Context: an optimization exercise on an open-source flow, tuned for small area, a short achievable clock period and few clock cycles per item. The choices shown serve that exercise and are no tape-out recipe.
Function was not checked in any run shown here: the RTL went through the layout flow alone.
Power and IR drop assume default switching activity.

==> flow/design.v (outline; a module is shown in full before it is edited, if it fits) <==
// module csa_fa: 9 lines
// module csa_ha: 8 lines
// module binary_neuron: 1053 lines
module binary_neuron (
    input  logic                    clk,
    input  logic                    reset,
    input  logic                    in_valid,
    output logic                    in_ready,
    input  logic [320:0]            in_req,
    output logic                    out_valid,
    input  logic                    out_ready,
    output logic [9:0]              out_sum
);
  // ...
==> flow/flow/run.sh <==
#!/bin/bash
# The standard layout (standard.sh: ORFS synthesis to final layout), with
# two changes:
#  - the input and output ports are buffered with the smallest buffer,
#    sky130_fd_sc_hd__buf_1, instead of the cell buffer_ports picks by default
#    (clkdlybuf4s50_1); later repair steps may still resize them;
#  - clock tree synthesis adds no dummy loads to the clock tree, and groups
#    the flip-flops into clusters of up to 15 within 75 um for its leaf
#    buffers (instead of searching for a clustering itself).
set -euo pipefail
# keep temporary files (Yosys/ABC) inside the work folder
export TMPDIR="$PWD/tmp"
mkdir -p "$TMPDIR"
export BUFFER_PORTS_ARGS="-buffer_cell sky130_fd_sc_hd__buf_1"
export CTS_ARGS="-sink_clustering_enable -repair_clock_nets -buf_list sky130_fd_sc_hd__clkbuf_8 -dont_use_dummy_load -sink_clustering_size 15 -sink_clustering_max_diameter 75"
bash standard.sh > standard_flow.log 2>&1
==> flow/standard.sh <==
#!/bin/bash
# synth_recipe.tcl (not shown) runs the flow's synth.tcl, then flattens the netlist and writes it again
# the make line also repeats each setting of config.mk as NAME=value (left out here)
make -C /OpenROAD-flow-scripts/flow DESIGN_CONFIG=/design/flow/config.mk WORK_HOME=/design/flow/orfs CLKGATE_MAP_FILE= SYNTH_SCRIPT=/design/flow/synth_recipe.tcl "${@:-finish}"
==> flow/config.mk <==
export PLATFORM = sky130hd
export DESIGN_NAME = binary_neuron
export DESIGN_NICKNAME = binary_neuron
export VERILOG_FILES = /design/flow/design.v
export SDC_FILE = /design/flow/constraint.sdc
export NUM_CORES = 4
export LEC_CHECK = 0
export CAP_MARGIN = 20
export CORE_MARGIN = 2
export CORE_UTILIZATION = 40
export CTS_BUF_LIST = sky130_fd_sc_hd__clkbuf_8
export SLEW_MARGIN = 20
export SYNTH_HIERARCHICAL = 1
export SYNTH_MINIMUM_KEEP_SIZE = 0
==> flow/constraint.sdc <==
create_clock -name core_clock -period 6.0 [get_ports {clk}]
set_input_delay 1.2000 -clock core_clock [delete_from_list [all_inputs] [get_ports {clk}]]
set_output_delay 1.2000 -clock core_clock [all_outputs]
set_load 0.01 [all_outputs]
==> summary.md, run 1 <==
| Metric | Value |
|---|---|
| Worst hold slack | `332 ps` |
| Biggest regs | `q_data (50), out_sum (10), pending (6)` |
| Status | `timing/DRC/antenna clean` |
| Most flops, register | `q_data` |
| M1 GR Usage | `22.0%` |
| Post-Route WL | `38000 um` |
| Reg2reg setup slack | `3810 ps` |
| Maximum fanout along the worst path | `11` |
| Initial DRC Count | `521` |
| First-pass GRT wire length | `60100 um` |
| Leakage | `0.00693 uW` |
| Minimum clock period after layout | `2390 ps` |
| Total clock sinks | `337` |
| Area Growth Syn to Fin | `13.4%` |
| Largest family of logic cells by synthesized area | `adder cells` |
| Hold buffer count at cts | `0` |
| Top_reg_cell synth | `dfxtp_1` |
| Syn nets | `1882` |
| Top Layer Used | `met4` |
| Critical path endpoint category | `register` |
| Worst setup SP type | `input pin` |
| FF+latch area | `7350 um^2` |
| Final worst slack | `3610 ps` |
| Cells after DPL | `2153` |
| Area leader, netlist | `dfxtp_1` |
| Synth Area in XOR/XNOR | `10.6%` |
| Peak supply drop | `0.276 mV` |
| Crit-path max cell delay | `570 ps` |
| Rows | `74` |
| # DRC | `0` |
| Switching power | `3100 uW` |
| GR Layer Usage met3 | `2.65%` |
| Clk pwr | `1050 uW` |
| Layout sequential cell count | `337` |
| N_diodes | `0` |
| WL met2 | `20000 um` |
| Count leader, synth | `dfxtp_1` |
| Worst R2R Start | `r1_s173` |
| Mapped Cells | `1298` |
| IO Pins | `337` |
| Crit path capture | `q_data[4][9]` |
| Initial Utilization | `40.6%` |
| Post-route antenna net violation count | `0` |
| Fmax | `418 MHz` |
| Port Buffers | `336` |
==> run 2, diff against run 1 <==
--- a/flow/design.v
+++ b/flow/design.v
@@ -3,24 +3,16 @@
     input  logic a,
     input  logic b,
     input  logic c,
     output logic s,
     output logic co
 );
     assign {co, s} = {1'b0, a} + {1'b0, b} + {1'b0, c};
 endmodule
-module csa_ha (
-    input  logic a,
-    input  logic b,
-    output logic s,
-    output logic co
-);
-    assign {co, s} = {1'b0, a} + {1'b0, b};
-endmodule
 `timescale 1ns/10ps
 module binary_neuron (
     input  logic                    clk,
     input  logic                    reset,
     input  logic                    in_valid,
     output logic                    in_ready,
     input  logic [320:0]            in_req,
     output logic                    out_valid,
@@ -214,20 +206,19 @@
     wire p2_61 = in_req[75] ^ (~in_req[3] & (in_req[73] | in_req[74]));
     wire q3_61 = ~(in_req[76] ^ (~in_req[3] & (in_req[73] | in_req[74] | in_req[75])));
     wire p1_62 = in_req[70] ^ (~in_req[2] & in_req[69]);
     wire p2_62 = in_req[71] ^ (~in_req[2] & (in_req[69] | in_req[70]));
     wire q3_62 = ~(in_req[72] ^ (~in_req[2] & (in_req[69] | in_req[70] | in_req[71])));
     wire p1_63 = in_req[66] ^ (~in_req[1] & in_req[65]);
     wire p2_63 = in_req[67] ^ (~in_req[1] & (in_req[65] | in_req[66]));
     wire q3_63 = ~(in_req[68] ^ (~in_req[1] & (in_req[65] | in_req[66] | in_req[67])));
-    logic r1_s39, r1_s41, r1_s43, r1_s45, r1_s47, r1_s49, r1_s51, r1_s53, r1_s55, r1_s65, r1_s67, r1_s69, r1_s71, r1_s73, r1_s75, r1_s77, r1_s79, r1_s81, r1_s83, r1_s85, r1_s87, r1_s89, r1_s91, r1_s93, r1_s95, r1_s97, r1_s99, r1_s101, r1_s103, r1_s105, r1_s107, r1_c44, r1_c46, r1_c48, r1_c50, r1_c52, r1_c54, r1_c56, r1_s109, r1_s111, r1_s113, r1_s115, r1_s117, r1_s119, r1_s121, r1_p2_62, r1_p2_63, r1_c66, r1_c68, r1_c70, r1_c72, r1_c74, r1_c76, r1_c78, r1_c80, r1_c82, r1_c84, r1_c86, r1_c88, r1_c90, r1_c92, r1_c94, r1_c96, r1_c98, r1_c100, r1_c102, r1_c104, r1_c106, r1_c108, r1_s161, r1_s163, r1_s165, r1_s167, r1_s169, r1_s171, r1_s173, r1_s175, r1_s177, r1_s179, r1_s181, r1_s183, r1_s185, r1_s187, r1_s189, r1_s191, r1_s193, r1_s195, r1_s197, r1_s199, r1_s201, r1_c110, r1_c112, r1_c114, r1_c116, r1_c118, r1_c120, r1_c122, r1_q3_62, r1_q3_63, r1_c162, r1_c164, r1_c166, r1_c168, r1_c170, r1_c172, r1_c174, r1_c176, r1_c178, r1_c180, r1_c182, r1_c184, r1_c186, r1_c188, r1_c190, r1_c192, r1_c194, r1_c196, r1_c198, r1_c200, r1_c202, r1_s273, r1_s275, r1_s277, r1_s279, r1_s281, r1_s283, r1_s285, r1_s287, r1_s289, r1_s291, r1_s293, r1_s295, r1_s297, r1_s299, r1_s301, r1_s303, r1_s305, r1_s307, r1_s309, r1_s311, r1_s313, r1_c274, r1_c276, r1_c278, r1_c280, r1_c282, r1_c284, r1_c286, r1_c288, r1_c290, r1_c292, r1_c294, r1_c296, r1_c298, r1_c300, r1_c302, r1_c304, r1_c306, r1_c308, r1_c310, r1_c312, r1_c314;
-    logic r2_s257, r2_c158, r2_c160, r2_s259, r2_s261, r2_s263, r2_s265, r2_c258, r2_s365, r2_c260, r2_c262, r2_s367, r2_s369, r2_c264, r2_c266, r2_s371, r2_s373, r2_s375, r2_s377, r2_s419, r2_c366, r2_c368, r2_c370, r2_s421, r2_s423, r2_c372, r2_c374, r2_s425, r2_s427, r2_c376, r2_c378, r2_s429, r2_s431, r2_c418, r2_c420, r2_c422, r2_c424, r2_c426, r2_c428, r2_s457, r2_s459, r2_c430, r2_s461, r2_c432, r2_c458, r2_c460, r2_c462, r2_s483, r2_c484, r2_s63, r2_s157, r2_s159;
-    logic r3_s447, r3_c392, r3_s449, r3_c448, r3_s475, r3_c450, r3_s477, r3_c476, r3_s489, r3_c478, r3_s491, r3_c488, r3_s497, r3_c490, r3_c492, r3_c498, r3_s63, r3_s157, r3_s271, r3_s391, r3_s159;
-    logic r4_s63, r4_s157, r4_s271, r4_s391, r4_s451, r4_s481, r4_c482, r4_c496, r4_s503, r4_c504, r4_s159, r4_s495, r4_s501, r4_c502;
+    logic r1_s39, r1_s41, r1_s43, r1_s45, r1_s47, r1_s49, r1_s51, r1_s53, r1_s55, r1_s107, r1_c44, r1_c46, r1_c48, r1_c50, r1_c52, r1_c54, r1_c56, r1_s109, r1_s111, r1_s113, r1_s115, r1_s117, r1_s119, r1_s121, r1_s123, r1_s125, r1_s127, r1_s129, r1_s131, r1_s133, r1_s135, r1_c110, r1_c112, r1_c114, r1_c116, r1_c118, r1_c120, r1_c122, r1_c124, r1_c126, r1_c128, r1_c130, r1_c132, r1_c134, r1_c136, r1_s203, r1_s205, r1_s207, r1_s209, r1_s211, r1_s213, r1_s215, r1_s217, r1_s219, r1_s221, r1_s223, r1_s225, r1_s227, r1_s229, r1_s231, r1_s311, r1_s313, r1_c204, r1_c206, r1_c208, r1_c210, r1_c212, r1_c214, r1_c216, r1_c218, r1_c220, r1_c222, r1_c224, r1_c226, r1_c228, r1_c230, r1_c232, r1_s315, r1_s317, r1_s319, r1_s321, r1_s323, r1_s325, r1_s327, r1_s329, r1_s331, r1_s333, r1_s335, r1_s337, r1_s339, r1_s341, r1_c314, r1_c316, r1_c318, r1_c320, r1_c322, r1_c324, r1_c326, r1_c328, r1_c330, r1_c332, r1_c334, r1_c336, r1_c338, r1_c340, r1_c342, r1_s393, r1_s395, r1_s397, r1_s399, r1_s401, r1_s403, r1_s405, r1_c394, r1_c396, r1_c398, r1_c400, r1_c402, r1_c404, r1_c406;
+    logic r2_s265, r2_s267, r2_s269, r2_s379, r2_c268, r2_s381, r2_c270, r2_s383, r2_s385, r2_c376, r2_c378, r2_c380, r2_s433, r2_c382, r2_s435, r2_s437, r2_s439, r2_c384, r2_c386, r2_s459, r2_s461, r2_s463, r2_c434, r2_c436, r2_c438, r2_s465, r2_c440, r2_s467, r2_s483, r2_c464, r2_c466, r2_c468, r2_s485, r2_c484, r2_c486, r2_s63, r2_s157, r2_s159;
+    logic r3_s447, r3_c392, r3_s449, r3_c448, r3_s475, r3_c450, r3_s477, r3_s489, r3_c476, r3_s491, r3_c478, r3_c492, r3_s499, r3_c498, r3_c500, r3_s63, r3_s157, r3_s271, r3_s391, r3_s159;
     wire s1 = ~(in_req[317] ^ in_req[313]);
     wire c2 = in_req[317] | in_req[313];
     wire s3, c4;
     csa_fa u_s3 (.a(in_req[309]), .b(in_req[305]), .c(in_req[301]), .s(s3), .co(c4));
     wire s5, c6;
     csa_fa u_s5 (.a(in_req[297]), .b(in_req[293]), .c(in_req[289]), .s(s5), .co(c6));
     wire s7, c8;
     csa_fa u_s7 (.a(in_req[285]), .b(in_req[281]), .c(in_req[277]), .s(s7), .co(c8));
@@ -341,51 +332,51 @@
     csa_fa u_s115 (.a(c20), .b(c22), .c(c24), .s(s115), .co(c116));
     wire s117, c118;
     csa_fa u_s117 (.a(c26), .b(c28), .c(c30), .s(s117), .co(c118));
     wire s119, c120;
     csa_fa u_s119 (.a(c32), .b(c34), .c(c36), .s(s119), .co(c120));
     wire s121, c122;
     csa_fa u_s121 (.a(c38), .b(c40), .c(c42), .s(s121), .co(c122));
     wire s123, c124;
-    csa_fa u_s123 (.a(r1_s65), .b(r1_s67), .c(r1_s69), .s(s123), .co(c124));
+    csa_fa u_s123 (.a(s65), .b(s67), .c(s69), .s(s123), .co(c124));
     wire s125, c126;
-    csa_fa u_s125 (.a(r1_s71), .b(r1_s73), .c(r1_s75), .s(s125), .co(c126));
+    csa_fa u_s125 (.a(s71), .b(s73), .c(s75), .s(s125), .co(c126));
     wire s127, c128;
-    csa_fa u_s127 (.a(r1_s77), .b(r1_s79), .c(r1_s81), .s(s127), .co(c128));
+    csa_fa u_s127 (.a(s77), .b(s79), .c(s81), .s(s127), .co(c128));
     wire s129, c130;
-    csa_fa u_s129 (.a(r1_s83), .b(r1_s85), .c(r1_s87), .s(s129), .co(c130));
+    csa_fa u_s129 (.a(s83), .b(s85), .c(s87), .s(s129), .co(c130));
     wire s131, c132;
-    csa_fa u_s131 (.a(r1_s89), .b(r1_s91), .c(r1_s93), .s(s131), .co(c132));
+    csa_fa u_s131 (.a(s89), .b(s91), .c(s93), .s(s131), .co(c132));
     wire s133, c134;
-    csa_fa u_s133 (.a(r1_s95), .b(r1_s97), .c(r1_s99), .s(s133), .co(c134));
+    csa_fa u_s133 (.a(s95), .b(s97), .c(s99), .s(s133), .co(c134));
     wire s135, c136;
-    csa_fa u_s135 (.a(r1_s101), .b(r1_s103), .c(r1_s105), .s(s135), .co(c136));
+    csa_fa u_s135 (.a(s101), .b(s103), .c(s105), .s(s135), .co(c136));
     wire s137, c138;
     csa_fa u_s137 (.a(r1_s107), .b(r1_c44), .c(r1_c46), .s(s137), .co(c138));
     wire s139, c140;
     csa_fa u_s139 (.a(r1_c48), .b(r1_c50), .c(r1_c52), .s(s139), .co(c140));
     wire s141, c142;
     csa_fa u_s141 (.a(r1_c54), .b(r1_c56), .c(r1_s109), .s(s141), .co(c142));
     wire s143, c144;
     csa_fa u_s143 (.a(r1_s111), .b(r1_s113), .c(r1_s115), .s(s143), .co(c144));
     wire s145, c146;
     csa_fa u_s145 (.a(r1_s117), .b(r1_s119), .c(r1_s121), .s(s145), .co(c146));
     wire s147, c148;
-    csa_fa u_s147 (.a(c58), .b(c60), .c(c62), .s(s147), .co(c148));
+    csa_fa u_s147 (.a(r1_s123), .b(r1_s125), .c(r1_s127), .s(s147), .co(c148));
     wire s149, c150;
-    csa_fa u_s149 (.a(s123), .b(s125), .c(s127), .s(s149), .co(c150));
+    csa_fa u_s149 (.a(r1_s129), .b(r1_s131), .c(r1_s133), .s(s149), .co(c150));
     wire s151, c152;
-    csa_fa u_s151 (.a(s129), .b(s131), .c(s133), .s(s151), .co(c152));
+    csa_fa u_s151 (.a(r1_s135), .b(c58), .c(c60), .s(s151), .co(c152));
     wire s153, c154;
-    csa_fa u_s153 (.a(s135), .b(s137), .c(s139), .s(s153), .co(c154));
+    csa_fa u_s153 (.a(c62), .b(s137), .c(s139), .s(s153), .co(c154));
     wire s155, c156;
     csa_fa u_s155 (.a(s141), .b(s143), .c(s145), .s(s155), .co(c156));
     wire s157, c158;
-    csa_fa u_s157 (.a(s147), .b(c64), .c(s149), .s(s157), .co(c158));
+    csa_fa u_s157 (.a(s147), .b(s149), .c(c64), .s(s157), .co(c158));
     wire s159, c160;
     csa_fa u_s159 (.a(s151), .b(s153), .c(s155), .s(s159), .co(c160));
     wire s161 = ~(p2_0 ^ p2_1);
     wire c162 = p2_0 | p2_1;
     wire s163, c164;
     csa_fa u_s163 (.a(p2_2), .b(p2_3), .c(p2_4), .s(s163), .co(c164));
     wire s165, c166;
     csa_fa u_s165 (.a(p2_5), .b(p2_6), .c(p2_7), .s(s165), .co(c166));
@@ -421,85 +412,85 @@
     csa_fa u_s195 (.a(p2_50), .b(p2_51), .c(p2_52), .s(s195), .co(c196));
     wire s197, c198;
     csa_fa u_s197 (.a(p2_53), .b(p2_54), .c(p2_55), .s(s197), .co(c198));
     wire s199, c200;
     csa_fa u_s199 (.a(p2_56), .b(p2_57), .c(p2_58), .s(s199), .co(c200));
     wire s201, c202;
     csa_fa u_s201 (.a(p2_59), .b(p2_60), .c(p2_61), .s(s201), .co(c202));
     wire s203, c204;
-    csa_fa u_s203 (.a(r1_p2_62), .b(r1_p2_63), .c(r1_c66), .s(s203), .co(c204));
+    csa_fa u_s203 (.a(p2_62), .b(p2_63), .c(c66), .s(s203), .co(c204));
     wire s205, c206;
-    csa_fa u_s205 (.a(r1_c68), .b(r1_c70), .c(r1_c72), .s(s205), .co(c206));
+    csa_fa u_s205 (.a(c68), .b(c70), .c(c72), .s(s205), .co(c206));
     wire s207, c208;
-    csa_fa u_s207 (.a(r1_c74), .b(r1_c76), .c(r1_c78), .s(s207), .co(c208));
+    csa_fa u_s207 (.a(c74), .b(c76), .c(c78), .s(s207), .co(c208));
     wire s209, c210;
-    csa_fa u_s209 (.a(r1_c80), .b(r1_c82), .c(r1_c84), .s(s209), .co(c210));
+    csa_fa u_s209 (.a(c80), .b(c82), .c(c84), .s(s209), .co(c210));
     wire s211, c212;
-    csa_fa u_s211 (.a(r1_c86), .b(r1_c88), .c(r1_c90), .s(s211), .co(c212));
+    csa_fa u_s211 (.a(c86), .b(c88), .c(c90), .s(s211), .co(c212));
     wire s213, c214;
-    csa_fa u_s213 (.a(r1_c92), .b(r1_c94), .c(r1_c96), .s(s213), .co(c214));
+    csa_fa u_s213 (.a(c92), .b(c94), .c(c96), .s(s213), .co(c214));
     wire s215, c216;
-    csa_fa u_s215 (.a(r1_c98), .b(r1_c100), .c(r1_c102), .s(s215), .co(c216));
+    csa_fa u_s215 (.a(c98), .b(c100), .c(c102), .s(s215), .co(c216));
     wire s217, c218;
-    csa_fa u_s217 (.a(r1_c104), .b(r1_c106), .c(r1_c108), .s(s217), .co(c218));
+    csa_fa u_s217 (.a(c104), .b(c106), .c(c108), .s(s217), .co(c218));
     wire s219, c220;
-    csa_fa u_s219 (.a(r1_s161), .b(r1_s163), .c(r1_s165), .s(s219), .co(c220));
+    csa_fa u_s219 (.a(s161), .b(s163), .c(s165), .s(s219), .co(c220));
     wire s221, c222;
-    csa_fa u_s221 (.a(r1_s167), .b(r1_s169), .c(r1_s171), .s(s221), .co(c222));
+    csa_fa u_s221 (.a(s167), .b(s169), .c(s171), .s(s221), .co(c222));
     wire s223, c224;
-    csa_fa u_s223 (.a(r1_s173), .b(r1_s175), .c(r1_s177), .s(s223), .co(c224));
+    csa_fa u_s223 (.a(s173), .b(s175), .c(s177), .s(s223), .co(c224));
     wire s225, c226;
-    csa_fa u_s225 (.a(r1_s179), .b(r1_s181), .c(r1_s183), .s(s225), .co(c226));
+    csa_fa u_s225 (.a(s179), .b(s181), .c(s183), .s(s225), .co(c226));
     wire s227, c228;
-    csa_fa u_s227 (.a(r1_s185), .b(r1_s187), .c(r1_s189), .s(s227), .co(c228));
+    csa_fa u_s227 (.a(s185), .b(s187), .c(s189), .s(s227), .co(c228));
     wire s229, c230;
-    csa_fa u_s229 (.a(r1_s191), .b(r1_s193), .c(r1_s195), .s(s229), .co(c230));
+    csa_fa u_s229 (.a(s191), .b(s193), .c(s195), .s(s229), .co(c230));
     wire s231, c232;
-    csa_fa u_s231 (.a(r1_s197), .b(r1_s199), .c(r1_s201), .s(s231), .co(c232));
+    csa_fa u_s231 (.a(s197), .b(s199), .c(s201), .s(s231), .co(c232));
     wire s233, c234;
     csa_fa u_s233 (.a(r1_c110), .b(r1_c112), .c(r1_c114), .s(s233), .co(c234));
     wire s235, c236;
     csa_fa u_s235 (.a(r1_c116), .b(r1_c118), .c(r1_c120), .s(s235), .co(c236));
     wire s237, c238;
-    csa_fa u_s237 (.a(r1_c122), .b(c124), .c(c126), .s(s237), .co(c238));
+    csa_fa u_s237 (.a(r1_c122), .b(r1_c124), .c(r1_c126), .s(s237), .co(c238));
     wire s239, c240;
-    csa_fa u_s239 (.a(c128), .b(c130), .c(c132), .s(s239), .co(c240));
+    csa_fa u_s239 (.a(r1_c128), .b(r1_c130), .c(r1_c132), .s(s239), .co(c240));
     wire s241, c242;
-    csa_fa u_s241 (.a(c134), .b(c136), .c(c138), .s(s241), .co(c242));
+    csa_fa u_s241 (.a(r1_c134), .b(r1_c136), .c(r1_s203), .s(s241), .co(c242));
     wire s243, c244;
-    csa_fa u_s243 (.a(c140), .b(c142), .c(c144), .s(s243), .co(c244));
+    csa_fa u_s243 (.a(r1_s205), .b(r1_s207), .c(r1_s209), .s(s243), .co(c244));
     wire s245, c246;
-    csa_fa u_s245 (.a(c146), .b(s203), .c(s205), .s(s245), .co(c246));
+    csa_fa u_s245 (.a(r1_s211), .b(r1_s213), .c(r1_s215), .s(s245), .co(c246));
     wire s247, c248;
-    csa_fa u_s247 (.a(s207), .b(s209), .c(s211), .s(s247), .co(c248));
+    csa_fa u_s247 (.a(r1_s217), .b(r1_s219), .c(r1_s221), .s(s247), .co(c248));
     wire s249, c250;
-    csa_fa u_s249 (.a(s213), .b(s215), .c(s217), .s(s249), .co(c250));
+    csa_fa u_s249 (.a(r1_s223), .b(r1_s225), .c(r1_s227), .s(s249), .co(c250));
     wire s251, c252;
-    csa_fa u_s251 (.a(s219), .b(s221), .c(s223), .s(s251), .co(c252));
+    csa_fa u_s251 (.a(r1_s229), .b(r1_s231), .c(c138), .s(s251), .co(c252));
     wire s253, c254;
-    csa_fa u_s253 (.a(s225), .b(s227), .c(s229), .s(s253), .co(c254));
+    csa_fa u_s253 (.a(c140), .b(c142), .c(c144), .s(s253), .co(c254));
     wire s255, c256;
-    csa_fa u_s255 (.a(s231), .b(s233), .c(s235), .s(s255), .co(c256));
+    csa_fa u_s255 (.a(c146), .b(s233), .c(s235), .s(s255), .co(c256));
     wire s257, c258;
-    csa_fa u_s257 (.a(c148), .b(s237), .c(s239), .s(s257), .co(c258));
+    csa_fa u_s257 (.a(c148), .b(c150), .c(s237), .s(s257), .co(c258));
     wire s259, c260;
-    csa_fa u_s259 (.a(s241), .b(s243), .c(c150), .s(s259), .co(c260));
+    csa_fa u_s259 (.a(s239), .b(s241), .c(s243), .s(s259), .co(c260));
     wire s261, c262;
-    csa_fa u_s261 (.a(c152), .b(c154), .c(c156), .s(s261), .co(c262));
+    csa_fa u_s261 (.a(s245), .b(s247), .c(s249), .s(s261), .co(c262));
     wire s263, c264;
-    csa_fa u_s263 (.a(s245), .b(s247), .c(s249), .s(s263), .co(c264));
+    csa_fa u_s263 (.a(c152), .b(c154), .c(c156), .s(s263), .co(c264));
     wire s265, c266;
     csa_fa u_s265 (.a(s251), .b(s253), .c(s255), .s(s265), .co(c266));
     wire s267, c268;
-    csa_fa u_s267 (.a(r2_s257), .b(r2_c158), .c(r2_c160), .s(s267), .co(c268));
+    csa_fa u_s267 (.a(s257), .b(s259), .c(s261), .s(s267), .co(c268));
     wire s269, c270;
-    csa_fa u_s269 (.a(r2_s259), .b(r2_s261), .c(r2_s263), .s(s269), .co(c270));
+    csa_fa u_s269 (.a(c158), .b(c160), .c(s263), .s(s269), .co(c270));
     wire s271, c272;
-    csa_fa u_s271 (.a(r2_s265), .b(s267), .c(s269), .s(s271), .co(c272));
+    csa_fa u_s271 (.a(r2_s265), .b(r2_s267), .c(r2_s269), .s(s271), .co(c272));
     wire s273 = ~(q3_0 ^ q3_1);
     wire c274 = q3_0 | q3_1;
     wire s275, c276;
     csa_fa u_s275 (.a(q3_2), .b(q3_3), .c(q3_4), .s(s275), .co(c276));
     wire s277, c278;
     csa_fa u_s277 (.a(q3_5), .b(q3_6), .c(q3_7), .s(s277), .co(c278));
     wire s279, c280;
     csa_fa u_s279 (.a(q3_8), .b(q3_9), .c(q3_10), .s(s279), .co(c280));
@@ -533,229 +524,231 @@
     csa_fa u_s307 (.a(q3_50), .b(q3_51), .c(q3_52), .s(s307), .co(c308));
     wire s309, c310;
     csa_fa u_s309 (.a(q3_53), .b(q3_54), .c(q3_55), .s(s309), .co(c310));
     wire s311, c312;
     csa_fa u_s311 (.a(q3_56), .b(q3_57), .c(q3_58), .s(s311), .co(c312));
     wire s313, c314;
     csa_fa u_s313 (.a(q3_59), .b(q3_60), .c(q3_61), .s(s313), .co(c314));
     wire s315, c316;
-    csa_fa u_s315 (.a(r1_q3_62), .b(r1_q3_63), .c(r1_c162), .s(s315), .co(c316));
+    csa_fa u_s315 (.a(q3_62), .b(q3_63), .c(c162), .s(s315), .co(c316));
     wire s317, c318;
-    csa_fa u_s317 (.a(r1_c164), .b(r1_c166), .c(r1_c168), .s(s317), .co(c318));
+    csa_fa u_s317 (.a(c164), .b(c166), .c(c168), .s(s317), .co(c318));
     wire s319, c320;
-    csa_fa u_s319 (.a(r1_c170), .b(r1_c172), .c(r1_c174), .s(s319), .co(c320));
+    csa_fa u_s319 (.a(c170), .b(c172), .c(c174), .s(s319), .co(c320));
     wire s321, c322;
-    csa_fa u_s321 (.a(r1_c176), .b(r1_c178), .c(r1_c180), .s(s321), .co(c322));
+    csa_fa u_s321 (.a(c176), .b(c178), .c(c180), .s(s321), .co(c322));
     wire s323, c324;
-    csa_fa u_s323 (.a(r1_c182), .b(r1_c184), .c(r1_c186), .s(s323), .co(c324));
+    csa_fa u_s323 (.a(c182), .b(c184), .c(c186), .s(s323), .co(c324));
     wire s325, c326;
-    csa_fa u_s325 (.a(r1_c188), .b(r1_c190), .c(r1_c192), .s(s325), .co(c326));
+    csa_fa u_s325 (.a(c188), .b(c190), .c(c192), .s(s325), .co(c326));
     wire s327, c328;
-    csa_fa u_s327 (.a(r1_c194), .b(r1_c196), .c(r1_c198), .s(s327), .co(c328));
+    csa_fa u_s327 (.a(c194), .b(c196), .c(c198), .s(s327), .co(c328));
     wire s329, c330;
-    csa_fa u_s329 (.a(r1_c200), .b(r1_c202), .c(r1_s273), .s(s329), .co(c330));
+    csa_fa u_s329 (.a(c200), .b(c202), .c(s273), .s(s329), .co(c330));
     wire s331, c332;
-    csa_fa u_s331 (.a(r1_s275), .b(r1_s277), .c(r1_s279), .s(s331), .co(c332));
+    csa_fa u_s331 (.a(s275), .b(s277), .c(s279), .s(s331), .co(c332));
     wire s333, c334;
-    csa_fa u_s333 (.a(r1_s281), .b(r1_s283), .c(r1_s285), .s(s333), .co(c334));
+    csa_fa u_s333 (.a(s281), .b(s283), .c(s285), .s(s333), .co(c334));
     wire s335, c336;
-    csa_fa u_s335 (.a(r1_s287), .b(r1_s289), .c(r1_s291), .s(s335), .co(c336));
+    csa_fa u_s335 (.a(s287), .b(s289), .c(s291), .s(s335), .co(c336));
     wire s337, c338;
-    csa_fa u_s337 (.a(r1_s293), .b(r1_s295), .c(r1_s297), .s(s337), .co(c338));
+    csa_fa u_s337 (.a(s293), .b(s295), .c(s297), .s(s337), .co(c338));
     wire s339, c340;
-    csa_fa u_s339 (.a(r1_s299), .b(r1_s301), .c(r1_s303), .s(s339), .co(c340));
+    csa_fa u_s339 (.a(s299), .b(s301), .c(s303), .s(s339), .co(c340));
     wire s341, c342;
-    csa_fa u_s341 (.a(r1_s305), .b(r1_s307), .c(r1_s309), .s(s341), .co(c342));
+    csa_fa u_s341 (.a(s305), .b(s307), .c(s309), .s(s341), .co(c342));
     wire s343, c344;
-    csa_fa u_s343 (.a(r1_s311), .b(r1_s313), .c(c204), .s(s343), .co(c344));
+    csa_fa u_s343 (.a(r1_s311), .b(r1_s313), .c(r1_c204), .s(s343), .co(c344));
     wire s345, c346;
-    csa_fa u_s345 (.a(c206), .b(c208), .c(c210), .s(s345), .co(c346));
+    csa_fa u_s345 (.a(r1_c206), .b(r1_c208), .c(r1_c210), .s(s345), .co(c346));
     wire s347, c348;
-    csa_fa u_s347 (.a(c212), .b(c214), .c(c216), .s(s347), .co(c348));
+    csa_fa u_s347 (.a(r1_c212), .b(r1_c214), .c(r1_c216), .s(s347), .co(c348));
     wire s349, c350;
-    csa_fa u_s349 (.a(c218), .b(c220), .c(c222), .s(s349), .co(c350));
+    csa_fa u_s349 (.a(r1_c218), .b(r1_c220), .c(r1_c222), .s(s349), .co(c350));
     wire s351, c352;
-    csa_fa u_s351 (.a(c224), .b(c226), .c(c228), .s(s351), .co(c352));
+    csa_fa u_s351 (.a(r1_c224), .b(r1_c226), .c(r1_c228), .s(s351), .co(c352));
     wire s353, c354;
-    csa_fa u_s353 (.a(c230), .b(c232), .c(c234), .s(s353), .co(c354));
+    csa_fa u_s353 (.a(r1_c230), .b(r1_c232), .c(r1_s315), .s(s353), .co(c354));
     wire s355, c356;
-    csa_fa u_s355 (.a(c236), .b(s315), .c(s317), .s(s355), .co(c356));
+    csa_fa u_s355 (.a(r1_s317), .b(r1_s319), .c(r1_s321), .s(s355), .co(c356));
     wire s357, c358;
-    csa_fa u_s357 (.a(s319), .b(s321), .c(s323), .s(s357), .co(c358));
+    csa_fa u_s357 (.a(r1_s323), .b(r1_s325), .c(r1_s327), .s(s357), .co(c358));
     wire s359, c360;
-    csa_fa u_s359 (.a(s325), .b(s327), .c(s329), .s(s359), .co(c360));
+    csa_fa u_s359 (.a(r1_s329), .b(r1_s331), .c(r1_s333), .s(s359), .co(c360));
     wire s361, c362;
-    csa_fa u_s361 (.a(s331), .b(s333), .c(s335), .s(s361), .co(c362));
+    csa_fa u_s361 (.a(r1_s335), .b(r1_s337), .c(r1_s339), .s(s361), .co(c362));
     wire s363, c364;
-    csa_fa u_s363 (.a(s337), .b(s339), .c(s341), .s(s363), .co(c364));
+    csa_fa u_s363 (.a(r1_s341), .b(c234), .c(c236), .s(s363), .co(c364));
     wire s365, c366;
     csa_fa u_s365 (.a(c238), .b(c240), .c(c242), .s(s365), .co(c366));
     wire s367, c368;
-    csa_fa u_s367 (.a(c244), .b(s343), .c(s345), .s(s367), .co(c368));
+    csa_fa u_s367 (.a(c244), .b(c246), .c(s343), .s(s367), .co(c368));
     wire s369, c370;
-    csa_fa u_s369 (.a(s347), .b(s349), .c(s351), .s(s369), .co(c370));
+    csa_fa u_s369 (.a(s345), .b(s347), .c(c248), .s(s369), .co(c370));
     wire s371, c372;
-    csa_fa u_s371 (.a(s353), .b(c246), .c(c248), .s(s371), .co(c372));
+    csa_fa u_s371 (.a(c250), .b(s349), .c(s351), .s(s371), .co(c372));
     wire s373, c374;
-    csa_fa u_s373 (.a(c250), .b(c252), .c(c254), .s(s373), .co(c374));
+    csa_fa u_s373 (.a(s353), .b(s355), .c(s357), .s(s373), .co(c374));
     wire s375, c376;
-    csa_fa u_s375 (.a(c256), .b(s355), .c(s357), .s(s375), .co(c376));
+    csa_fa u_s375 (.a(s359), .b(s361), .c(c252), .s(s375), .co(c376));
     wire s377, c378;
-    csa_fa u_s377 (.a(s359), .b(s361), .c(s363), .s(s377), .co(c378));
+    csa_fa u_s377 (.a(c254), .b(c256), .c(s363), .s(s377), .co(c378));
     wire s379, c380;
-    csa_fa u_s379 (.a(r2_c258), .b(r2_s365), .c(r2_c260), .s(s379), .co(c380));
+    csa_fa u_s379 (.a(c258), .b(c260), .c(s365), .s(s379), .co(c380));
     wire s381, c382;
-    csa_fa u_s381 (.a(r2_c262), .b(r2_s367), .c(r2_s369), .s(s381), .co(c382));
+    csa_fa u_s381 (.a(s367), .b(c262), .c(s369), .s(s381), .co(c382));
     wire s383, c384;
-    csa_fa u_s383 (.a(r2_c264), .b(r2_c266), .c(r2_s371), .s(s383), .co(c384));
+    csa_fa u_s383 (.a(s371), .b(s373), .c(c264), .s(s383), .co(c384));
     wire s385, c386;
-    csa_fa u_s385 (.a(r2_s373), .b(r2_s375), .c(r2_s377), .s(s385), .co(c386));
+    csa_fa u_s385 (.a(c266), .b(s375), .c(s377), .s(s385), .co(c386));
     wire s387, c388;
-    csa_fa u_s387 (.a(c268), .b(c270), .c(s379), .s(s387), .co(c388));
+    csa_fa u_s387 (.a(r2_s379), .b(r2_c268), .c(r2_s381), .s(s387), .co(c388));
     wire s389, c390;
-    csa_fa u_s389 (.a(s381), .b(s383), .c(s385), .s(s389), .co(c390));
+    csa_fa u_s389 (.a(r2_c270), .b(r2_s383), .c(r2_s385), .s(s389), .co(c390));
     wire s391, c392;
-    csa_fa u_s391 (.a(c272), .b(s387), .c(s389), .s(s391), .co(c392));
-    wire s393 = ~(r1_c274 ^ r1_c276);
-    wire c394 = r1_c274 | r1_c276;
+    csa_fa u_s391 (.a(s387), .b(c272), .c(s389), .s(s391), .co(c392));
+    wire s393 = ~(c274 ^ c276);
+    wire c394 = c274 | c276;
     wire s395, c396;
-    csa_fa u_s395 (.a(r1_c278), .b(r1_c280), .c(r1_c282), .s(s395), .co(c396));
+    csa_fa u_s395 (.a(c278), .b(c280), .c(c282), .s(s395), .co(c396));
     wire s397, c398;
-    csa_fa u_s397 (.a(r1_c284), .b(r1_c286), .c(r1_c288), .s(s397), .co(c398));
+    csa_fa u_s397 (.a(c284), .b(c286), .c(c288), .s(s397), .co(c398));
     wire s399, c400;
-    csa_fa u_s399 (.a(r1_c290), .b(r1_c292), .c(r1_c294), .s(s399), .co(c400));
+    csa_fa u_s399 (.a(c290), .b(c292), .c(c294), .s(s399), .co(c400));
     wire s401, c402;
-    csa_fa u_s401 (.a(r1_c296), .b(r1_c298), .c(r1_c300), .s(s401), .co(c402));
+    csa_fa u_s401 (.a(c296), .b(c298), .c(c300), .s(s401), .co(c402));
     wire s403, c404;
-    csa_fa u_s403 (.a(r1_c302), .b(r1_c304), .c(r1_c306), .s(s403), .co(c404));
+    csa_fa u_s403 (.a(c302), .b(c304), .c(c306), .s(s403), .co(c404));
     wire s405, c406;
-    csa_fa u_s405 (.a(r1_c308), .b(r1_c310), .c(r1_c312), .s(s405), .co(c406));
+    csa_fa u_s405 (.a(c308), .b(c310), .c(c312), .s(s405), .co(c406));
     wire s407, c408;
-    csa_fa u_s407 (.a(r1_c314), .b(c316), .c(c318), .s(s407), .co(c408));
+    csa_fa u_s407 (.a(r1_c314), .b(r1_c316), .c(r1_c318), .s(s407), .co(c408));
     wire s409, c410;
-    csa_fa u_s409 (.a(c320), .b(c322), .c(c324), .s(s409), .co(c410));
+    csa_fa u_s409 (.a(r1_c320), .b(r1_c322), .c(r1_c324), .s(s409), .co(c410));
     wire s411, c412;
-    csa_fa u_s411 (.a(c326), .b(c328), .c(c330), .s(s411), .co(c412));
+    csa_fa u_s411 (.a(r1_c326), .b(r1_c328), .c(r1_c330), .s(s411), .co(c412));
     wire s413, c414;
-    csa_fa u_s413 (.a(c332), .b(c334), .c(c336), .s(s413), .co(c414));
+    csa_fa u_s413 (.a(r1_c332), .b(r1_c334), .c(r1_c336), .s(s413), .co(c414));
     wire s415, c416;
-    csa_fa u_s415 (.a(c338), .b(c340), .c(c342), .s(s415), .co(c416));
+    csa_fa u_s415 (.a(r1_c338), .b(r1_c340), .c(r1_c342), .s(s415), .co(c416));
     wire s417, c418;
-    csa_fa u_s417 (.a(s393), .b(s395), .c(s397), .s(s417), .co(c418));
+    csa_fa u_s417 (.a(r1_s393), .b(r1_s395), .c(r1_s397), .s(s417), .co(c418));
     wire s419, c420;
-    csa_fa u_s419 (.a(s399), .b(s401), .c(s403), .s(s419), .co(c420));
+    csa_fa u_s419 (.a(r1_s399), .b(r1_s401), .c(r1_s403), .s(s419), .co(c420));
     wire s421, c422;
-    csa_fa u_s421 (.a(s405), .b(c344), .c(c346), .s(s421), .co(c422));
+    csa_fa u_s421 (.a(r1_s405), .b(c344), .c(c346), .s(s421), .co(c422));
     wire s423, c424;
     csa_fa u_s423 (.a(c348), .b(c350), .c(c352), .s(s423), .co(c424));
     wire s425, c426;
-    csa_fa u_s425 (.a(c354), .b(s407), .c(s409), .s(s425), .co(c426));
+    csa_fa u_s425 (.a(c354), .b(c356), .c(c358), .s(s425), .co(c426));
     wire s427, c428;
-    csa_fa u_s427 (.a(s411), .b(s413), .c(s415), .s(s427), .co(c428));
+    csa_fa u_s427 (.a(s407), .b(s409), .c(c360), .s(s427), .co(c428));
     wire s429, c430;
-    csa_fa u_s429 (.a(c356), .b(c358), .c(c360), .s(s429), .co(c430));
+    csa_fa u_s429 (.a(c362), .b(s411), .c(s413), .s(s429), .co(c430));
     wire s431, c432;
-    csa_fa u_s431 (.a(c362), .b(c364), .c(s417), .s(s431), .co(c432));
+    csa_fa u_s431 (.a(s415), .b(s417), .c(s419), .s(s431), .co(c432));
     wire s433, c434;
-    csa_fa u_s433 (.a(r2_s419), .b(r2_c366), .c(r2_c368), .s(s433), .co(c434));
+    csa_fa u_s433 (.a(c364), .b(c366), .c(c368), .s(s433), .co(c434));
     wire s435, c436;
-    csa_fa u_s435 (.a(r2_c370), .b(r2_s421), .c(r2_s423), .s(s435), .co(c436));
+    csa_fa u_s435 (.a(s421), .b(c370), .c(c372), .s(s435), .co(c436));
     wire s437, c438;
-    csa_fa u_s437 (.a(r2_c372), .b(r2_c374), .c(r2_s425), .s(s437), .co(c438));
+    csa_fa u_s437 (.a(c374), .b(s423), .c(s425), .s(s437), .co(c438));
     wire s439, c440;
-    csa_fa u_s439 (.a(r2_s427), .b(r2_c376), .c(r2_c378), .s(s439), .co(c440));
+    csa_fa u_s439 (.a(s427), .b(s429), .c(s431), .s(s439), .co(c440));
     wire s441, c442;
-    csa_fa u_s441 (.a(r2_s429), .b(r2_s431), .c(c380), .s(s441), .co(c442));
+    csa_fa u_s441 (.a(r2_c376), .b(r2_c378), .c(r2_c380), .s(s441), .co(c442));
     wire s443, c444;
-    csa_fa u_s443 (.a(c382), .b(c384), .c(c386), .s(s443), .co(c444));
+    csa_fa u_s443 (.a(r2_s433), .b(r2_c382), .c(r2_s435), .s(s443), .co(c444));
     wire s445, c446;
-    csa_fa u_s445 (.a(s433), .b(s435), .c(s437), .s(s445), .co(c446));
+    csa_fa u_s445 (.a(r2_s437), .b(r2_s439), .c(r2_c384), .s(s445), .co(c446));
     wire s447, c448;
-    csa_fa u_s447 (.a(s439), .b(s441), .c(s443), .s(s447), .co(c448));
+    csa_fa u_s447 (.a(r2_c386), .b(s441), .c(c388), .s(s447), .co(c448));
     wire s449, c450;
-    csa_fa u_s449 (.a(c388), .b(c390), .c(s445), .s(s449), .co(c450));
+    csa_fa u_s449 (.a(s443), .b(c390), .c(s445), .s(s449), .co(c450));
     wire s451, c452;
     csa_fa u_s451 (.a(r3_s447), .b(r3_c392), .c(r3_s449), .s(s451), .co(c452));
-    wire s453 = ~(c394 ^ c396);
-    wire c454 = c394 | c396;
+    wire s453 = ~(r1_c394 ^ r1_c396);
+    wire c454 = r1_c394 | r1_c396;
     wire s455, c456;
-    csa_fa u_s455 (.a(c398), .b(c400), .c(c402), .s(s455), .co(c456));
+    csa_fa u_s455 (.a(r1_c398), .b(r1_c400), .c(r1_c402), .s(s455), .co(c456));
     wire s457, c458;
-    csa_fa u_s457 (.a(c404), .b(c406), .c(c408), .s(s457), .co(c458));
+    csa_fa u_s457 (.a(r1_c404), .b(r1_c406), .c(c408), .s(s457), .co(c458));
     wire s459, c460;
     csa_fa u_s459 (.a(c410), .b(c412), .c(c414), .s(s459), .co(c460));
     wire s461, c462;
-    csa_fa u_s461 (.a(c416), .b(s453), .c(s455), .s(s461), .co(c462));
+    csa_fa u_s461 (.a(c416), .b(c418), .c(c420), .s(s461), .co(c462));
     wire s463, c464;
-    csa_fa u_s463 (.a(r2_c418), .b(r2_c420), .c(r2_c422), .s(s463), .co(c464));
+    csa_fa u_s463 (.a(s453), .b(s455), .c(c422), .s(s463), .co(c464));
     wire s465, c466;
-    csa_fa u_s465 (.a(r2_c424), .b(r2_c426), .c(r2_c428), .s(s465), .co(c466));
+    csa_fa u_s465 (.a(c424), .b(c426), .c(s457), .s(s465), .co(c466));
     wire s467, c468;
-    csa_fa u_s467 (.a(r2_s457), .b(r2_s459), .c(r2_c430), .s(s467), .co(c468));
+    csa_fa u_s467 (.a(c428), .b(c430), .c(c432), .s(s467), .co(c468));
     wire s469, c470;
-    csa_fa u_s469 (.a(r2_s461), .b(r2_c432), .c(c434), .s(s469), .co(c470));
+    csa_fa u_s469 (.a(r2_s459), .b(r2_s461), .c(r2_s463), .s(s469), .co(c470));
     wire s471, c472;
-    csa_fa u_s471 (.a(c436), .b(c438), .c(c440), .s(s471), .co(c472));
+    csa_fa u_s471 (.a(r2_c434), .b(r2_c436), .c(r2_c438), .s(s471), .co(c472));
     wire s473, c474;
-    csa_fa u_s473 (.a(s463), .b(s465), .c(s467), .s(s473), .co(c474));
+    csa_fa u_s473 (.a(r2_s465), .b(r2_c440), .c(r2_s467), .s(s473), .co(c474));
     wire s475, c476;
-    csa_fa u_s475 (.a(c442), .b(c444), .c(s469), .s(s475), .co(c476));
+    csa_fa u_s475 (.a(c442), .b(s469), .c(c444), .s(s475), .co(c476));
     wire s477, c478;
-    csa_fa u_s477 (.a(s471), .b(c446), .c(s473), .s(s477), .co(c478));
+    csa_fa u_s477 (.a(s471), .b(s473), .c(c446), .s(s477), .co(c478));
     wire s479, c480;
     csa_fa u_s479 (.a(r3_c448), .b(r3_s475), .c(r3_c450), .s(s479), .co(c480));
     wire s481, c482;
     csa_fa u_s481 (.a(r3_s477), .b(c452), .c(s479), .s(s481), .co(c482));
     wire s483 = ~(c454 ^ c456);
     wire c484 = c454 | c456;
     wire s485, c486;
-    csa_fa u_s485 (.a(r2_c458), .b(r2_c460), .c(r2_c462), .s(s485), .co(c486));
+    csa_fa u_s485 (.a(c458), .b(c460), .c(c462), .s(s485), .co(c486));
     wire s487, c488;
-    csa_fa u_s487 (.a(r2_s483), .b(c464), .c(c466), .s(s487), .co(c488));
+    csa_fa u_s487 (.a(r2_s483), .b(r2_c464), .c(r2_c466), .s(s487), .co(c488));
     wire s489, c490;
-    csa_fa u_s489 (.a(c468), .b(s485), .c(c470), .s(s489), .co(c490));
+    csa_fa u_s489 (.a(r2_c468), .b(r2_s485), .c(c470), .s(s489), .co(c490));
     wire s491, c492;
     csa_fa u_s491 (.a(c472), .b(s487), .c(c474), .s(s491), .co(c492));
     wire s493, c494;
-    csa_fa u_s493 (.a(r3_c476), .b(r3_s489), .c(r3_c478), .s(s493), .co(c494));
+    csa_fa u_s493 (.a(r3_s489), .b(r3_c476), .c(r3_s491), .s(s493), .co(c494));
     wire s495, c496;
-    csa_fa u_s495 (.a(r3_s491), .b(c480), .c(s493), .s(s495), .co(c496));
-    wire s497 = ~(r2_c484 ^ c486);
-    wire c498 = r2_c484 | c486;
+    csa_fa u_s495 (.a(r3_c478), .b(s493), .c(c480), .s(s495), .co(c496));
+    wire s497 = ~(r2_c484 ^ r2_c486);
+    wire c498 = r2_c484 | r2_c486;
     wire s499, c500;
-    csa_fa u_s499 (.a(r3_c488), .b(r3_s497), .c(r3_c490), .s(s499), .co(c500));
+    csa_fa u_s499 (.a(c488), .b(s497), .c(c490), .s(s499), .co(c500));
     wire s501, c502;
-    csa_fa u_s501 (.a(r3_c492), .b(c494), .c(s499), .s(s501), .co(c502));
-    wire s503 = ~(r3_c498 ^ c500);
-    wire c504 = r3_c498 | c500;
-    wire [9:0] row_a = {r4_c504, r4_s503, r4_c496, r4_c482, r4_s481, r4_s451, r4_s391, r4_s271, r4_s157, r4_s63};
-    wire [9:0] row_b = {1'b0, r4_c502, r4_s501, r4_s495, 1'b0, 1'b0, 1'b0, 1'b0, r4_s159, 1'b0};
+    csa_fa u_s501 (.a(r3_c492), .b(r3_s499), .c(c494), .s(s501), .co(c502));
+    wire s503 = ~(r3_c498 ^ r3_c500);
+    wire c504 = r3_c498 | r3_c500;
+    wire [9:0] row_a = {c504, s503, s501, s495, s481, s451, r3_s391, r3_s271, r3_s157, r3_s63};
+    wire [9:0] row_b = {1'b0, c502, c496, c482, 1'b0, 1'b0, 1'b0, 1'b0, r3_s159, 1'b0};
     wire [9:0] total = row_a + row_b;
-    logic         accept, pop;
-    logic [5:0] pending, pending_next;
-    assign accept = in_valid && in_ready;
-    assign pop    = out_valid && out_ready;
+    logic [2:0] pending;         
+    logic [2:0] pending_next;
+    logic        accept, pop;
+    assign accept   = in_valid && in_ready;
+    assign pop      = out_valid && out_ready;
     always_comb begin
-        case ({accept, pop})
-            2'b10:   pending_next = {pending[4:0], 1'b1};
-            2'b01:   pending_next = {1'b0, pending[5:1]};
-            default: pending_next = pending;
-        endcase
+        pending_next = pending;
+        if (accept && !pop) begin
+            pending_next = pending + 1'b1;
+        end else if (pop && !accept) begin
+            pending_next = pending - 1'b1;
+        end
     end
     always_ff @(posedge clk) begin
         if (reset) begin
             pending  <= '0;
             in_ready <= 1'b1;
         end else begin
             pending  <= pending_next;
-            in_ready <= !pending_next[5];
+            in_ready <= (pending_next != 3'd5);
         end
     end
-    logic [4:1] stage_valid;
+    logic [3:1] stage_valid;
     always_ff @(posedge clk) begin
         if (reset) begin
             stage_valid <= '0;
         end else begin
             stage_valid <= {stage_valid[3:1], accept};
         end
     end
     always_ff @(posedge clk) begin
@@ -763,310 +756,222 @@
         r1_s41 <= s41;
         r1_s43 <= s43;
         r1_s45 <= s45;
         r1_s47 <= s47;
         r1_s49 <= s49;
         r1_s51 <= s51;
         r1_s53 <= s53;
         r1_s55 <= s55;
-        r1_s65 <= s65;
-        r1_s67 <= s67;
-        r1_s69 <= s69;
-        r1_s71 <= s71;
-        r1_s73 <= s73;
-        r1_s75 <= s75;
-        r1_s77 <= s77;
-        r1_s79 <= s79;
-        r1_s81 <= s81;
-        r1_s83 <= s83;
-        r1_s85 <= s85;
-        r1_s87 <= s87;
-        r1_s89 <= s89;
-        r1_s91 <= s91;
-        r1_s93 <= s93;
-        r1_s95 <= s95;
-        r1_s97 <= s97;
-        r1_s99 <= s99;
-        r1_s101 <= s101;
-        r1_s103 <= s103;
-        r1_s105 <= s105;
         r1_s107 <= s107;
         r1_c44 <= c44;
         r1_c46 <= c46;
         r1_c48 <= c48;
         r1_c50 <= c50;
         r1_c52 <= c52;
         r1_c54 <= c54;
         r1_c56 <= c56;
         r1_s109 <= s109;
         r1_s111 <= s111;
         r1_s113 <= s113;
         r1_s115 <= s115;
         r1_s117 <= s117;
         r1_s119 <= s119;
         r1_s121 <= s121;
-        r1_p2_62 <= p2_62;
-        r1_p2_63 <= p2_63;
-        r1_c66 <= c66;
-        r1_c68 <= c68;
-        r1_c70 <= c70;
-        r1_c72 <= c72;
-        r1_c74 <= c74;
-        r1_c76 <= c76;
-        r1_c78 <= c78;
-        r1_c80 <= c80;
-        r1_c82 <= c82;
-        r1_c84 <= c84;
-        r1_c86 <= c86;
-        r1_c88 <= c88;
-        r1_c90 <= c90;
-        r1_c92 <= c92;
-        r1_c94 <= c94;
-        r1_c96 <= c96;
-        r1_c98 <= c98;
-        r1_c100 <= c100;
-        r1_c102 <= c102;
-        r1_c104 <= c104;
-        r1_c106 <= c106;
-        r1_c108 <= c108;
-        r1_s161 <= s161;
-        r1_s163 <= s163;
-        r1_s165 <= s165;
-        r1_s167 <= s167;
-        r1_s169 <= s169;
-        r1_s171 <= s171;
-        r1_s173 <= s173;
-        r1_s175 <= s175;
-        r1_s177 <= s177;
-        r1_s179 <= s179;
-        r1_s181 <= s181;
-        r1_s183 <= s183;
-        r1_s185 <= s185;
-        r1_s187 <= s187;
-        r1_s189 <= s189;
-        r1_s191 <= s191;
-        r1_s193 <= s193;
-        r1_s195 <= s195;
-        r1_s197 <= s197;
-        r1_s199 <= s199;
-        r1_s201 <= s201;
+        r1_s123 <= s123;
+        r1_s125 <= s125;
+        r1_s127 <= s127;
+        r1_s129 <= s129;
+        r1_s131 <= s131;
+        r1_s133 <= s133;
+        r1_s135 <= s135;
         r1_c110 <= c110;
         r1_c112 <= c112;
         r1_c114 <= c114;
         r1_c116 <= c116;
         r1_c118 <= c118;
         r1_c120 <= c120;
         r1_c122 <= c122;
-        r1_q3_62 <= q3_62;
-        r1_q3_63 <= q3_63;
-        r1_c162 <= c162;
-        r1_c164 <= c164;
-        r1_c166 <= c166;
-        r1_c168 <= c168;
-        r1_c170 <= c170;
-        r1_c172 <= c172;
-        r1_c174 <= c174;
-        r1_c176 <= c176;
-        r1_c178 <= c178;
-        r1_c180 <= c180;
-        r1_c182 <= c182;
-        r1_c184 <= c184;
-        r1_c186 <= c186;
-        r1_c188 <= c188;
-        r1_c190 <= c190;
-        r1_c192 <= c192;
-        r1_c194 <= c194;
-        r1_c196 <= c196;
-        r1_c198 <= c198;
-        r1_c200 <= c200;
-        r1_c202 <= c202;
-        r1_s273 <= s273;
-        r1_s275 <= s275;
-        r1_s277 <= s277;
-        r1_s279 <= s279;
-        r1_s281 <= s281;
-        r1_s283 <= s283;
-        r1_s285 <= s285;
-        r1_s287 <= s287;
-        r1_s289 <= s289;
-        r1_s291 <= s291;
-        r1_s293 <= s293;
-        r1_s295 <= s295;
-        r1_s297 <= s297;
-        r1_s299 <= s299;
-        r1_s301 <= s301;
-        r1_s303 <= s303;
-        r1_s305 <= s305;
-        r1_s307 <= s307;
-        r1_s309 <= s309;
+        r1_c124 <= c124;
+        r1_c126 <= c126;
+        r1_c128 <= c128;
+        r1_c130 <= c130;
+        r1_c132 <= c132;
+        r1_c134 <= c134;
+        r1_c136 <= c136;
+        r1_s203 <= s203;
+        r1_s205 <= s205;
+        r1_s207 <= s207;
+        r1_s209 <= s209;
+        r1_s211 <= s211;
+        r1_s213 <= s213;
+        r1_s215 <= s215;
+        r1_s217 <= s217;
+        r1_s219 <= s219;
+        r1_s221 <= s221;
+        r1_s223 <= s223;
+        r1_s225 <= s225;
+        r1_s227 <= s227;
+        r1_s229 <= s229;
+        r1_s231 <= s231;
         r1_s311 <= s311;
         r1_s313 <= s313;
-        r1_c274 <= c274;
-        r1_c276 <= c276;
-        r1_c278 <= c278;
-        r1_c280 <= c280;
-        r1_c282 <= c282;
-        r1_c284 <= c284;
-        r1_c286 <= c286;
-        r1_c288 <= c288;
-        r1_c290 <= c290;
-        r1_c292 <= c292;
-        r1_c294 <= c294;
-        r1_c296 <= c296;
-        r1_c298 <= c298;
-        r1_c300 <= c300;
-        r1_c302 <= c302;
-        r1_c304 <= c304;
-        r1_c306 <= c306;
-        r1_c308 <= c308;
-        r1_c310 <= c310;
-        r1_c312 <= c312;
+        r1_c204 <= c204;
+        r1_c206 <= c206;
+        r1_c208 <= c208;
+        r1_c210 <= c210;
+        r1_c212 <= c212;
+        r1_c214 <= c214;
+        r1_c216 <= c216;
+        r1_c218 <= c218;
+        r1_c220 <= c220;
+        r1_c222 <= c222;
+        r1_c224 <= c224;
+        r1_c226 <= c226;
+        r1_c228 <= c228;
+        r1_c230 <= c230;
+        r1_c232 <= c232;
+        r1_s315 <= s315;
+        r1_s317 <= s317;
+        r1_s319 <= s319;
+        r1_s321 <= s321;
+        r1_s323 <= s323;
+        r1_s325 <= s325;
+        r1_s327 <= s327;
+        r1_s329 <= s329;
+        r1_s331 <= s331;
+        r1_s333 <= s333;
+        r1_s335 <= s335;
+        r1_s337 <= s337;
+        r1_s339 <= s339;
+        r1_s341 <= s341;
         r1_c314 <= c314;
+        r1_c316 <= c316;
+        r1_c318 <= c318;
+        r1_c320 <= c320;
+        r1_c322 <= c322;
+        r1_c324 <= c324;
+        r1_c326 <= c326;
+        r1_c328 <= c328;
+        r1_c330 <= c330;
+        r1_c332 <= c332;
+        r1_c334 <= c334;
+        r1_c336 <= c336;
+        r1_c338 <= c338;
+        r1_c340 <= c340;
+        r1_c342 <= c342;
+        r1_s393 <= s393;
+        r1_s395 <= s395;
+        r1_s397 <= s397;
+        r1_s399 <= s399;
+        r1_s401 <= s401;
+        r1_s403 <= s403;
+        r1_s405 <= s405;
+        r1_c394 <= c394;
+        r1_c396 <= c396;
+        r1_c398 <= c398;
+        r1_c400 <= c400;
+        r1_c402 <= c402;
+        r1_c404 <= c404;
+        r1_c406 <= c406;
     end
     always_ff @(posedge clk) begin
-        r2_s257 <= s257;
-        r2_c158 <= c158;
-        r2_c160 <= c160;
-        r2_s259 <= s259;
-        r2_s261 <= s261;
-        r2_s263 <= s263;
         r2_s265 <= s265;
-        r2_c258 <= c258;
-        r2_s365 <= s365;
-        r2_c260 <= c260;
-        r2_c262 <= c262;
-        r2_s367 <= s367;
-        r2_s369 <= s369;
-        r2_c264 <= c264;
-        r2_c266 <= c266;
-        r2_s371 <= s371;
-        r2_s373 <= s373;
-        r2_s375 <= s375;
-        r2_s377 <= s377;
-        r2_s419 <= s419;
-        r2_c366 <= c366;
-        r2_c368 <= c368;
-        r2_c370 <= c370;
-        r2_s421 <= s421;
-        r2_s423 <= s423;
-        r2_c372 <= c372;
-        r2_c374 <= c374;
-        r2_s425 <= s425;
-        r2_s427 <= s427;
+        r2_s267 <= s267;
+        r2_s269 <= s269;
+        r2_s379 <= s379;
+        r2_c268 <= c268;
+        r2_s381 <= s381;
+        r2_c270 <= c270;
+        r2_s383 <= s383;
+        r2_s385 <= s385;
         r2_c376 <= c376;
         r2_c378 <= c378;
-        r2_s429 <= s429;
-        r2_s431 <= s431;
-        r2_c418 <= c418;
-        r2_c420 <= c420;
-        r2_c422 <= c422;
-        r2_c424 <= c424;
-        r2_c426 <= c426;
-        r2_c428 <= c428;
-        r2_s457 <= s457;
+        r2_c380 <= c380;
+        r2_s433 <= s433;
+        r2_c382 <= c382;
+        r2_s435 <= s435;
+        r2_s437 <= s437;
+        r2_s439 <= s439;
+        r2_c384 <= c384;
+        r2_c386 <= c386;
         r2_s459 <= s459;
-        r2_c430 <= c430;
         r2_s461 <= s461;
-        r2_c432 <= c432;
-        r2_c458 <= c458;
-        r2_c460 <= c460;
-        r2_c462 <= c462;
+        r2_s463 <= s463;
+        r2_c434 <= c434;
+        r2_c436 <= c436;
+        r2_c438 <= c438;
+        r2_s465 <= s465;
+        r2_c440 <= c440;
+        r2_s467 <= s467;
         r2_s483 <= s483;
+        r2_c464 <= c464;
+        r2_c466 <= c466;
+        r2_c468 <= c468;
+        r2_s485 <= s485;
         r2_c484 <= c484;
+        r2_c486 <= c486;
         r2_s63 <= s63;
         r2_s157 <= s157;
         r2_s159 <= s159;
     end
     always_ff @(posedge clk) begin
         r3_s447 <= s447;
         r3_c392 <= c392;
         r3_s449 <= s449;
         r3_c448 <= c448;
         r3_s475 <= s475;
         r3_c450 <= c450;
         r3_s477 <= s477;
-        r3_c476 <= c476;
         r3_s489 <= s489;
-        r3_c478 <= c478;
+        r3_c476 <= c476;
         r3_s491 <= s491;
-        r3_c488 <= c488;
-        r3_s497 <= s497;
-        r3_c490 <= c490;
+        r3_c478 <= c478;
         r3_c492 <= c492;
+        r3_s499 <= s499;
         r3_c498 <= c498;
+        r3_c500 <= c500;
         r3_s63 <= r2_s63;
         r3_s157 <= r2_s157;
         r3_s271 <= s271;
         r3_s391 <= s391;
         r3_s159 <= r2_s159;
     end
-    always_ff @(posedge clk) begin
-        r4_s63 <= r3_s63;
-        r4_s157 <= r3_s157;
-        r4_s271 <= r3_s271;
-        r4_s391 <= r3_s391;
-        r4_s451 <= s451;
-        r4_s481 <= s481;
-        r4_c482 <= c482;
-        r4_c496 <= c496;
-        r4_s503 <= s503;
-        r4_c504 <= c504;
-        r4_s159 <= r3_s159;
-        r4_s495 <= s495;
-        r4_s501 <= s501;
-        r4_c502 <= c502;
-    end
-    logic [9:0]      q_data [0:4];
-    logic [4:0]    q_wr, q_rd, q_occ;
-    logic [9:0]      q_head;
-    logic            q_empty;
-    logic            result;        
-    logic            head_load;     
-    logic            q_push, q_pull;
-    assign result    = stage_valid[4];
-    assign q_empty   = !q_occ[0];
+    logic [9:0]    q_data [0:3];
+    logic [1:0]  q_wr, q_rd;
+    logic [2:0]  q_count;
+    logic          q_empty;
+    logic          result;          
+    logic          head_load;       
+    logic          q_push, q_pull;
+    assign result    = stage_valid[3];
+    assign q_empty   = (q_count == '0);
     assign head_load = !out_valid || out_ready;
     assign q_pull    = head_load && !q_empty;
     assign q_push    = result && !(head_load && q_empty);
-    logic [4:0]    q_occ_next;
-    logic            q_empty_sel;   
-    logic [4:0]    occ_if_load, occ_if_hold;
-    assign occ_if_hold = result ? {q_occ[3:0], 1'b1} : q_occ;
-    assign occ_if_load = (result || q_empty) ? q_occ : {1'b0, q_occ[4:1]};
-    assign q_occ_next  = head_load ? occ_if_load : occ_if_hold;
     always_ff @(posedge clk) begin
         if (reset) begin
-            q_wr        <= 5'd1;
-            q_rd        <= 5'd1;
-            q_occ       <= '0;
-            q_empty_sel <= 1'b1;
+            q_wr    <= '0;
+            q_rd    <= '0;
+            q_count <= '0;
         end else begin
-            if (q_push) q_wr <= {q_wr[3:0], q_wr[4]};
-            if (q_pull) q_rd <= {q_rd[3:0], q_rd[4]};
-            q_occ       <= q_occ_next;
-            q_empty_sel <= !q_occ_next[0];
+            if (q_push) q_wr <= (q_wr == 2'd3) ? '0 : q_wr + 1'b1;
+            if (q_pull) q_rd <= (q_rd == 2'd3) ? '0 : q_rd + 1'b1;
+            if (q_push && !q_pull) q_count <= q_count + 1'b1;
+            else if (q_pull && !q_push) q_count <= q_count - 1'b1;
         end
     end
     always_ff @(posedge clk) begin
-        for (int i = 0; i < 5; i++) begin
-            if (q_push && q_wr[i]) q_data[i] <= total;
-        end
-    end
-    always_comb begin
-        q_head = '0;
-        for (int i = 0; i < 5; i++) begin
-            q_head = q_head | (q_data[i] & {10{q_rd[i]}});
-        end
+        if (q_push) q_data[q_wr] <= total;
     end
     always_ff @(posedge clk) begin
         if (reset) begin
             out_valid <= 1'b0;
         end else if (head_load) begin
             out_valid <= !q_empty || result;
         end
     end
     always_ff @(posedge clk) begin
         if (head_load) begin
-            out_sum <= q_empty_sel ? total : q_head;
+            out_sum <= q_empty ? total : q_data[q_rd];
         end
     end
 endmodule
==> flow/flow/run.sh (replaced) <==
#!/bin/bash
# The standard layout (standard.sh: ORFS synthesis to final layout), with
# one change: the input and output ports are buffered with the smallest
# buffer, sky130_fd_sc_hd__buf_1, instead of the cell buffer_ports picks by
# default (clkdlybuf4s50_1).  Later repair steps may still resize them.
set -euo pipefail
export BUFFER_PORTS_ARGS="-buffer_cell sky130_fd_sc_hd__buf_1"
bash standard.sh > standard_flow.log 2>&1
==> flow/config.mk (replaced) <==
export PLATFORM = sky130hd
export DESIGN_NAME = binary_neuron
export DESIGN_NICKNAME = binary_neuron
export VERILOG_FILES = /design/flow/design.v
export SDC_FILE = /design/flow/constraint.sdc
export NUM_CORES = 4
export LEC_CHECK = 0
export CAP_MARGIN = 20
export CORE_MARGIN = 2
export CORE_UTILIZATION = 40
export SLEW_MARGIN = 20
export SYNTH_HIERARCHICAL = 1
export SYNTH_MINIMUM_KEEP_SIZE = 0
==> summary.md, run 2 <==
| Metric | Value |
|---|---|
| Status | `timing/DRC/antenna clean (unchanged)` |
| Root Buffer | `clkbuf_16 (was clkbuf_8)` |
| # fillers | `3311 (was 3857)` |
| Total clock sinks | `245 (was 337)` |
| Syn nets | `1754 (was 1882)` |
| First-pass GRT wire length | `53400 um (was 60100 um)` |
| Biggest regs | `q_data (40), out_sum (10) (was q_data (50), out_sum (10), pending (6))` |
| Critical Path AT | `3380 ps (was 2560 ps)` |
| Initial DRC Count | `268 (was 521)` |
| Worst setup SP type | `input pin (unchanged)` |
| Critical path endpoint category | `register (unchanged)` |
| Max FFs per register | `40 (was 50)` |
| Synth area leaders | `fa_1 (33%), dfxtp_1 (27%), edfxtp_1 (10%) (was dfxtp_1 (33%), fa_1 (29%), edfxtp_1 (11%))` |
| Setup Fix Bufs, Post-CTS | `0 (unchanged)` |
| Peak supply drop | `0.341 mV (was 0.276 mV)` |
| # setup viols final | `0 (unchanged)` |
| Most flops, register | `q_data (unchanged)` |
| Max-Cap Viols | `0 (unchanged)` |
| Hold buffer count at cts | `0 (unchanged)` |
| Rows | `70 (was 74)` |
| Worst R2R Start | `r3_s489 (was r1_s173)` |
| Crit path launch | `out_ready (unchanged)` |
| Mean routed wirelength per cell | `16.9 um (was 17.4 um)` |
| Final #Nets | `2114 (was 2233)` |
| Mapped Cells | `1163 (was 1298)` |
| Leakage | `0.00651 uW (was 0.00693 uW)` |
| Crit-path max cell delay | `430 ps (was 570 ps)` |
| IO Pins | `337 (unchanged)` |
| Initial Utilization | `40.3% (was 40.6%)` |
| Hold crit path type | `register to register (unchanged)` |
| Seq/Total Area, Yosys | `36.9% (was 44.3%)` |
| Minimum clock period after layout | `2940 ps (was 2390 ps)` |
| Final setup skew | `22.7 ps (was 107 ps)` |
| Area leader, netlist | `fa_1 (was dfxtp_1)` |
| Die W | `195 um (was 208 um)` |
| Ys async rst share | `0% (unchanged)` |
| EDFF count, synth | `50 (was 60)` |
| Fmax | `340 MHz (was 418 MHz)` |
| Post-route antenna net violation count | `0 (unchanged)` |
| # DRC | `0 (unchanged)` |
| Count leader, synth | `fa_1 (was dfxtp_1)` |
| Top_reg_cell synth | `dfxtp_1 (unchanged)` |
| Maximum fanout along the worst path | `13 (was 11)` |
| Post-Route WL | `33900 um (was 38000 um)` |
| Worst hold slack | `326 ps (was 332 ps)` |
| Port Buffers | `336 (unchanged)` |
| DP Area | `16500 um^2 (was 18500 um^2)` |
| N_diodes | `0 (unchanged)` |
| Area Growth Syn to Fin | `18.7% (was 13.4%)` |
## run 2: cell types whose count changed in the layout (fill, tap and decap cells not counted), sizes merged, moves of 6 or more
| cell | before | now |
|---|---|---|
| a22oi | 15 | 0 |
| edfxtp | 60 | 50 |
| a222oi | 10 | 0 |
| ha | 16 | 22 |
| nor2 | 213 | 201 |
| dfxtp | 277 | 195 |
| a21oi | 14 | 7 |
| nand2 | 20 | 27 |
| a31oi | 8 | 1 |
| clkbuf | 27 | 38 |
| mux4 | 0 | 10 |
## run 2: worst paths after layout
| path | end | slack, ps | depth (start not counted) |
|---|---|---|---|
| worst max register to register | out_sum[8] | 3280 | 7 |
| worst min register to register | r3_s63 | 330 | 0 |
| worst min-delay path | r3_s63 | 330 | 0 |
| worst max-delay path | q_count[2] | 3060 | 9 |
## run 2: layer usage
metal  GRT usage, %  vias to the layer above  part of all wire, %
met2           34.2                      202                   54
met5              0                        -                    0
li1               -                     4436                    -
met4           3.17                        0                  1.6
met1           22.9                     4387                   41
met3           2.18                       34                  3.4
## run 2: cell families (layout without fill, tap and decap cells)
logic type / count (synthesis) / after routing / synth area share, %
flip-flops: 245 / 245 / 36.9
AO/OA/AOI/OAI: 15 / 15 / 0.700
buffers and inverters: 38 / 417 / 1.03
adder cells (fa/ha/maj): 266 / 266 / 35.2
multiplexers: 19 / 19 / 2.45
AND/OR/NAND/NOR: 377 / 377 / 11.7
XOR/XNOR: 203 / 203 / 12.1
## run 2: layout make-up
type / instances / area (um^2) / share of cell area (%)
Clock buffer: 38 / 776 / 4.46
Multi-Input combinational cell: 880 / 9110 / 52.3
Timing Repair Buffer: 336 / 1260 / 7.25
Clock inverter: 9 / 139 / 0.798
Inverter: 34 / 128 / 0.733
Tap cell: 468 / 586 / 3.36
Sequential cell: 245 / 5410 / 31.1
## run 2: where the power goes
group,internal (uW),switching [uW]
logic,1980,2380
clock network,1030,643
registers,2670,404
total,5680,3430
## run 2: critical path: cells and delay by family
kind	cells	cell delay, ps
compound gates	2	570
xor+xnor	1	170
fa+ha+maj	2	610
buf+inv	2	140
simple gates	2	700
## run 2: per-module statistics from Yosys (local to each module, per instance)
module         times used  area [um^2]  cells inside  flip-flops and latches
csa_fa                243         20.0             1                       0
binary_neuron           1         9800           920                     245
## run 2: metrics by stage
| step | setup WS [ps] | power [uW] | utilization, % | std cells |
|---|---|---|---|---|
| 6_report | 3060 | 9110 | 47.9 | 2010 |
| 5_1_grt | 2880 | 10000 | 47.9 | 2010 |
| 4_1_cts | 3060 | 9290 | 47.9 | 2010 |
| 3_5_place_dp | 2500 | 7580 | 45.4 | 1963 |
| 3_3_place_gp | 2540 | 7410 | 45.4 | 1963 |
| 2_1_floorplan | 2850 | 5870 | - | 1163 |
